Background: an optimization exercise with open tools, aiming at small area, a short achievable clock period and few clock cycles. Do not read the settings as production practice. Function was checked by simulation only, so behaviour that the tests miss may differ from the original. Power and IR drop assume default switching activity.

==> run a <==
## mac_acc_array
module mac_acc_array #(
    parameter int DW    = mac_pkg::MAC_DW,
    parameter int LANES = 8,
    parameter int ACCW  = 2 * DW + 8
) (
    input  logic                  clk,
    input  logic                  rst_n,
    input  logic                  in_valid,
    output logic                  in_ready,
    input  logic [LANES*DW-1:0]   A,
    input  logic [LANES*DW-1:0]   W,
    input  logic                  Asigned,
    input  logic                  Wsigned,
    input  logic                  acc_clr,
    input  logic                  acc_last,
    output logic                  out_valid,
    input  logic                  out_ready,
    output logic [LANES*ACCW-1:0] Q,
    output logic [LANES-1:0]      ovf
);
==> flow/config.mk <==
export PLATFORM = sky130hd
export DESIGN_NAME = mac_acc_array
export DESIGN_NICKNAME = mac_acc_array
export VERILOG_FILES = /design/flow/design.v
export SDC_FILE = /design/flow/constraint.sdc
export NUM_CORES = 4
export LEC_CHECK = 0
export CAP_MARGIN = 20
export CORE_MARGIN = 2
export CORE_UTILIZATION = 40
export SLEW_MARGIN = 20
==> flow/constraint.sdc <==
create_clock -name core_clock -period 5.6 [get_ports {clk}]
set_input_delay 1.1200 -clock core_clock [delete_from_list [all_inputs] [get_ports {clk}]]
set_output_delay 1.1200 -clock core_clock [all_outputs]
set_load 0.01 [all_outputs]
run.sh (not shown) runs the stock make flow with config.mk's settings and CLKGATE_MAP_FILE= SYNTH_SCRIPT=/design/flow/synth_recipe.tcl, a recipe that flattens the netlist after the stock synthesis.
==> run b (differences from run a) <==
--- a/flow/design.v
+++ b/flow/design.v
@@ -18,17 +18,15 @@
         mul_ext = ax * wx;
     endfunction
 endpackage
 module mac_lane (
     input  logic        clk,
-    input  logic        take,     
-    input  logic        v,        
     input  logic [7:0]  a,
     input  logic [7:0]  w,
     input  logic        a_sgn,
     input  logic        w_sgn,
-    input  logic        clr,      
+    input  logic        start,    
     output logic [23:0] q,
     output logic        ovf
 );
     logic       sa, sw, ss;
     logic [7:0] pp [8];
@@ -154,19 +152,19 @@
     assign n110 = (n60 & n83) | (n60 & n82) | (n83 & n82);
     assign n111 = nw[7] ^ na[7] ^ n84;
     assign n112 = (nw[7] & na[7]) | (nw[7] & n84) | (na[7] & n84);
     logic [32:0] rows_d, rows_q;
     assign rows_d = {n112, ss, n110, n111, n108, n109, n106, n107, n104, n105, n102, n103, n100, n101, n98, n99, n96, n97, n94, n95, n92, n93, n90, n91, n88, n89, n86, n87, n85, pp[2][0], pp[1][0], pp[0][1], pp[0][0]};
-    always_ff @(posedge clk) rows_q <= take ? rows_d : '0;
-    logic [17:0] r0, r1, x, y;
-    logic [15:0] g, p, cy, t;
-    assign r0 = {v, rows_q[31], rows_q[29], rows_q[27], rows_q[25], rows_q[23], rows_q[21], rows_q[19], rows_q[17], rows_q[15], rows_q[13], rows_q[11], rows_q[9], rows_q[7], rows_q[5], rows_q[3], rows_q[1], rows_q[0]};
+    always_ff @(posedge clk) rows_q <= rows_d;
+    logic [17:0] r0, r1, r2, x, y, g, p, cy, t;
+    assign r0 = {1'b1, rows_q[31], rows_q[29], rows_q[27], rows_q[25], rows_q[23], rows_q[21], rows_q[19], rows_q[17], rows_q[15], rows_q[13], rows_q[11], rows_q[9], rows_q[7], rows_q[5], rows_q[3], rows_q[1], rows_q[0]};
     assign r1 = {1'b0, rows_q[32], rows_q[30], rows_q[28], rows_q[26], rows_q[24], rows_q[22], rows_q[20], rows_q[18], rows_q[16], rows_q[14], rows_q[12], rows_q[10], rows_q[8], rows_q[6], rows_q[4], rows_q[2], 1'b0};
-    assign x = {r0[17:16] ^ r1[17:16], r0[15:0] ^ r1[15:0] ^ q[15:0]};
-    assign y = {(r0[16:0] & r1[16:0]) | ({1'b0, r0[15:0]} & {1'b0, q[15:0]}) | ({1'b0, r1[15:0]} & {1'b0, q[15:0]}), 1'b0};
-    assign g = x[15:0] & y[15:0];
-    assign p = x[15:0] ^ y[15:0];
+    assign r2 = {2'b00, start ? 16'd0 : q[15:0]};
+    assign x = r0 ^ r1 ^ r2;
+    assign y = {(r0[16:0] & r1[16:0]) | (r0[16:0] & r2[16:0]) | (r1[16:0] & r2[16:0]), 1'b0};
+    assign g = x & y;
+    assign p = x ^ y;
     logic gk0_1, pk0_1;
     assign gk0_1 = g[1] | (p[1] & g[0]);
     assign pk0_1 = p[1] & p[0];
     logic gk0_3, pk0_3;
     assign gk0_3 = g[3] | (p[3] & g[2]);
@@ -187,10 +185,13 @@
     assign gk0_13 = g[13] | (p[13] & g[12]);
     assign pk0_13 = p[13] & p[12];
     logic gk0_15, pk0_15;
     assign gk0_15 = g[15] | (p[15] & g[14]);
     assign pk0_15 = p[15] & p[14];
+    logic gk0_17, pk0_17;
+    assign gk0_17 = g[17] | (p[17] & g[16]);
+    assign pk0_17 = p[17] & p[16];
     logic gk1_2, pk1_2;
     assign gk1_2 = g[2] | (p[2] & gk0_1);
     assign pk1_2 = p[2] & pk0_1;
     logic gk1_3, pk1_3;
     assign gk1_3 = gk0_3 | (pk0_3 & gk0_1);
@@ -259,10 +260,16 @@
     assign gk3_14 = gk2_14 | (pk2_14 & gk2_7);
     assign pk3_14 = pk2_14 & pk2_7;
     logic gk3_15, pk3_15;
     assign gk3_15 = gk2_15 | (pk2_15 & gk2_7);
     assign pk3_15 = pk2_15 & pk2_7;
+    logic gk4_16, pk4_16;
+    assign gk4_16 = g[16] | (p[16] & gk3_15);
+    assign pk4_16 = p[16] & pk3_15;
+    logic gk4_17, pk4_17;
+    assign gk4_17 = gk0_17 | (pk0_17 & gk3_15);
+    assign pk4_17 = pk0_17 & pk3_15;
     assign cy[0] = g[0];
     assign cy[1] = gk0_1;
     assign cy[2] = gk1_2;
     assign cy[3] = gk1_3;
     assign cy[4] = gk2_4;
@@ -275,38 +282,26 @@
     assign cy[11] = gk3_11;
     assign cy[12] = gk3_12;
     assign cy[13] = gk3_13;
     assign cy[14] = gk3_14;
     assign cy[15] = gk3_15;
-    assign t = p ^ {cy[14:0], 1'b0};
-    logic [7:0]  hi, hi_up, hi_dn, h0, h1, hi_nx;
-    logic [1:0]  u0, u1;
-    logic        is_max, is_min, pos0, pos1, neg0, neg1, pos, neg;
-    assign hi     = q[23:16];
+    assign cy[16] = gk4_16;
+    assign cy[17] = gk4_17;
+    assign t = p ^ {cy[16:0], 1'b0};
+    logic [7:0]  hi, hi_up, hi_dn, hi_nx;
+    logic        is_max, is_min, pos, neg;
+    assign hi     = start ? 8'd0 : q[23:16];
     assign is_max = hi == 8'h7f;
     assign is_min = hi == 8'h80;
     assign hi_up  = is_max ? 8'h7f : hi + 8'd1;
     assign hi_dn  = is_min ? 8'h80 : hi - 8'd1;
-    assign u0     = x[17:16] + y[17:16];
-    assign u1     = x[17:16] + y[17:16] + 2'd1;
-    assign h0     = u0[1] ? hi_dn : u0[0] ? hi_up : hi;
-    assign h1     = u1[1] ? hi_dn : u1[0] ? hi_up : hi;
-    assign pos0   = u0 == 2'b01 && is_max;
-    assign pos1   = u1 == 2'b01 && is_max;
-    assign neg0   = u0[1] && is_min;
-    assign neg1   = u1[1] && is_min;
-    assign hi_nx  = cy[15] ? h1 : h0;
-    assign pos    = cy[15] ? pos1 : pos0;
-    assign neg    = cy[15] ? neg1 : neg0;
+    assign hi_nx  = t[17] ? hi_dn : t[16] ? hi_up : hi;
+    assign pos    = !t[17] && t[16] && is_max;
+    assign neg    = t[17] && is_min;
     always_ff @(posedge clk) begin
-        if (clr) begin
-            q   <= '0;
-            ovf <= 1'b0;
-        end else begin
-            q   <= {hi_nx, (t & ~{16{neg}}) | {16{pos}}};
-            ovf <= ovf | pos | neg;
-        end
+        q   <= {hi_nx, (t[15:0] & ~{16{neg}}) | {16{pos}}};
+        ovf <= (!start & ovf) | pos | neg;
     end
 endmodule
 module mac_acc_array #(
     parameter int DW    = mac_pkg::MAC_DW,
     parameter int LANES = 8,
@@ -325,44 +320,58 @@
     output logic                  out_valid,
     input  logic                  out_ready,
     output logic [LANES*ACCW-1:0] Q,
     output logic [LANES-1:0]      ovf
 );
-    logic take;
-    logic v1;
-    logic last1;
-    logic in_burst;
-    logic clr;
-    assign in_ready = !(v1 && last1) && (!out_valid || out_ready);
+    logic                take;
+    logic                v1;
+    logic                v2;
+    logic                as1;
+    logic                ws1;
+    logic                clr1;
+    logic                last1;
+    logic                last2;
+    logic [LANES*DW-1:0] a1;
+    logic [LANES*DW-1:0] w1;
+    logic                start;
+    logic                in_burst;
+    assign in_ready = !(v1 && last1) && !(v2 && last2) && (!out_valid || out_ready);
     assign take     = in_valid && in_ready;
-    assign clr = take && (acc_clr || !(v1 || in_burst));
     always_ff @(posedge clk or negedge rst_n) begin
         if (!rst_n) begin
             v1        <= 1'b0;
+            v2        <= 1'b0;
+            start     <= 1'b0;
             in_burst  <= 1'b0;
             out_valid <= 1'b0;
         end else begin
             v1        <= take;
-            out_valid <= (v1 && last1) || (out_valid && !out_ready);
-            if (v1) begin
-                in_burst <= !last1;
+            v2        <= v1;
+            start     <= v1 && (clr1 || (v2 ? last2 : !in_burst));
+            out_valid <= (v2 && last2) || (out_valid && !out_ready);
+            if (v2) begin
+                in_burst <= !last2;
             end
         end
     end
     always_ff @(posedge clk) begin
+        a1    <= take ? A : '0;
+        w1    <= W;
+        as1   <= Asigned;
+        ws1   <= Wsigned;
+        clr1  <= acc_clr;
         last1 <= acc_last;
+        last2 <= last1;
     end
     for (genvar i = 0; i < LANES; i++) begin : g_lane
         mac_lane u_lane (
             .clk  (clk),
-            .take (take),
-            .v    (v1),
-            .clr  (clr),
-            .a    (A[i*DW +: DW]),
-            .w    (W[i*DW +: DW]),
-            .a_sgn(Asigned),
-            .w_sgn(Wsigned),
+            .a    (a1[i*DW +: DW]),
+            .w    (w1[i*DW +: DW]),
+            .a_sgn(as1),
+            .w_sgn(ws1),
+            .start(start),
             .q    (Q[i*ACCW +: ACCW]),
             .ovf  (ovf[i])
         );
     end
 endmodule
==> run c (differences from run a) <==
--- a/flow/config.mk
+++ b/flow/config.mk
@@ -6,6 +6,7 @@
 export NUM_CORES = 4
 export LEC_CHECK = 0
 export CAP_MARGIN = 20
 export CORE_MARGIN = 2
 export CORE_UTILIZATION = 40
+export SETUP_SLACK_MARGIN = 2.0
 export SLEW_MARGIN = 20
==> notes <==
- Against run a, the clock power of run b is larger by 30%.
- Register-to-register slack, lowest first: run b, run a, run c.
- Of run a and run b, run b has the higher cell count (gap 7.8%, measured against run b).
- Worst hold slack: run b < run a < run c.
- Against run c, the count of clock-buffer cells in the layout of run b is higher by 13.
- Between run b and run a, the lower combinational power is in run a (gap about 20%, measured against run a).
- Against run c, the via count of run b is lower by 1.3%.
- Routed wire length: run c > run a > run b.
- Die area is the same in run c and run a.
- Cell area: run b is larger than run c (5.9%).
Testbench counts of run a, summed over its fixed seeds: cycles 32,255.
Testbench counts of run b, summed over its fixed seeds: cycles 33,535.
Testbench counts of run c, summed over its fixed seeds: cycles 32,255.

[static timing again, ports no longer ideal]
Ports are ideal in the flow. The routed layouts listed here were re-timed in OpenROAD.
Step 1, drivers: a clkbuf_16 drives clk and a buf_2 each remaining input, both assumed.
Step 2 adds t to the input delays and takes it off the output delays; t is the mean of the earliest and latest rising clock arrival at the registers after step 1. Input paths then give back, and output paths get back, about the clock's delay inside the block.
Slacks: ideal ports / drivers / drivers and shift; pairs: ideal ports / drivers.
run | t (ns) | setup WS [ns] | worst setup path at the end | worst register clock-pin slew, ns | worst slew at a driven data input, ns
run a | 0.704 | 1.429 / 1.429 / 1.096 | input to register | 0.07 / 0.07 | 0.10
run b | 0.699 | 0.388 / 0.388 / 0.388 | register to register | 0.06 / 0.06 | 0.10
run c | 0.700 | 2.091 / 2.133 / 1.433 | input to register | 0.06 / 0.06 | 0.08
After both steps setup and hold are still met in every run listed. For run c, which loses most, drivers alone change the setup slack by +0.042 ns; drivers and shift together by -0.658 ns.
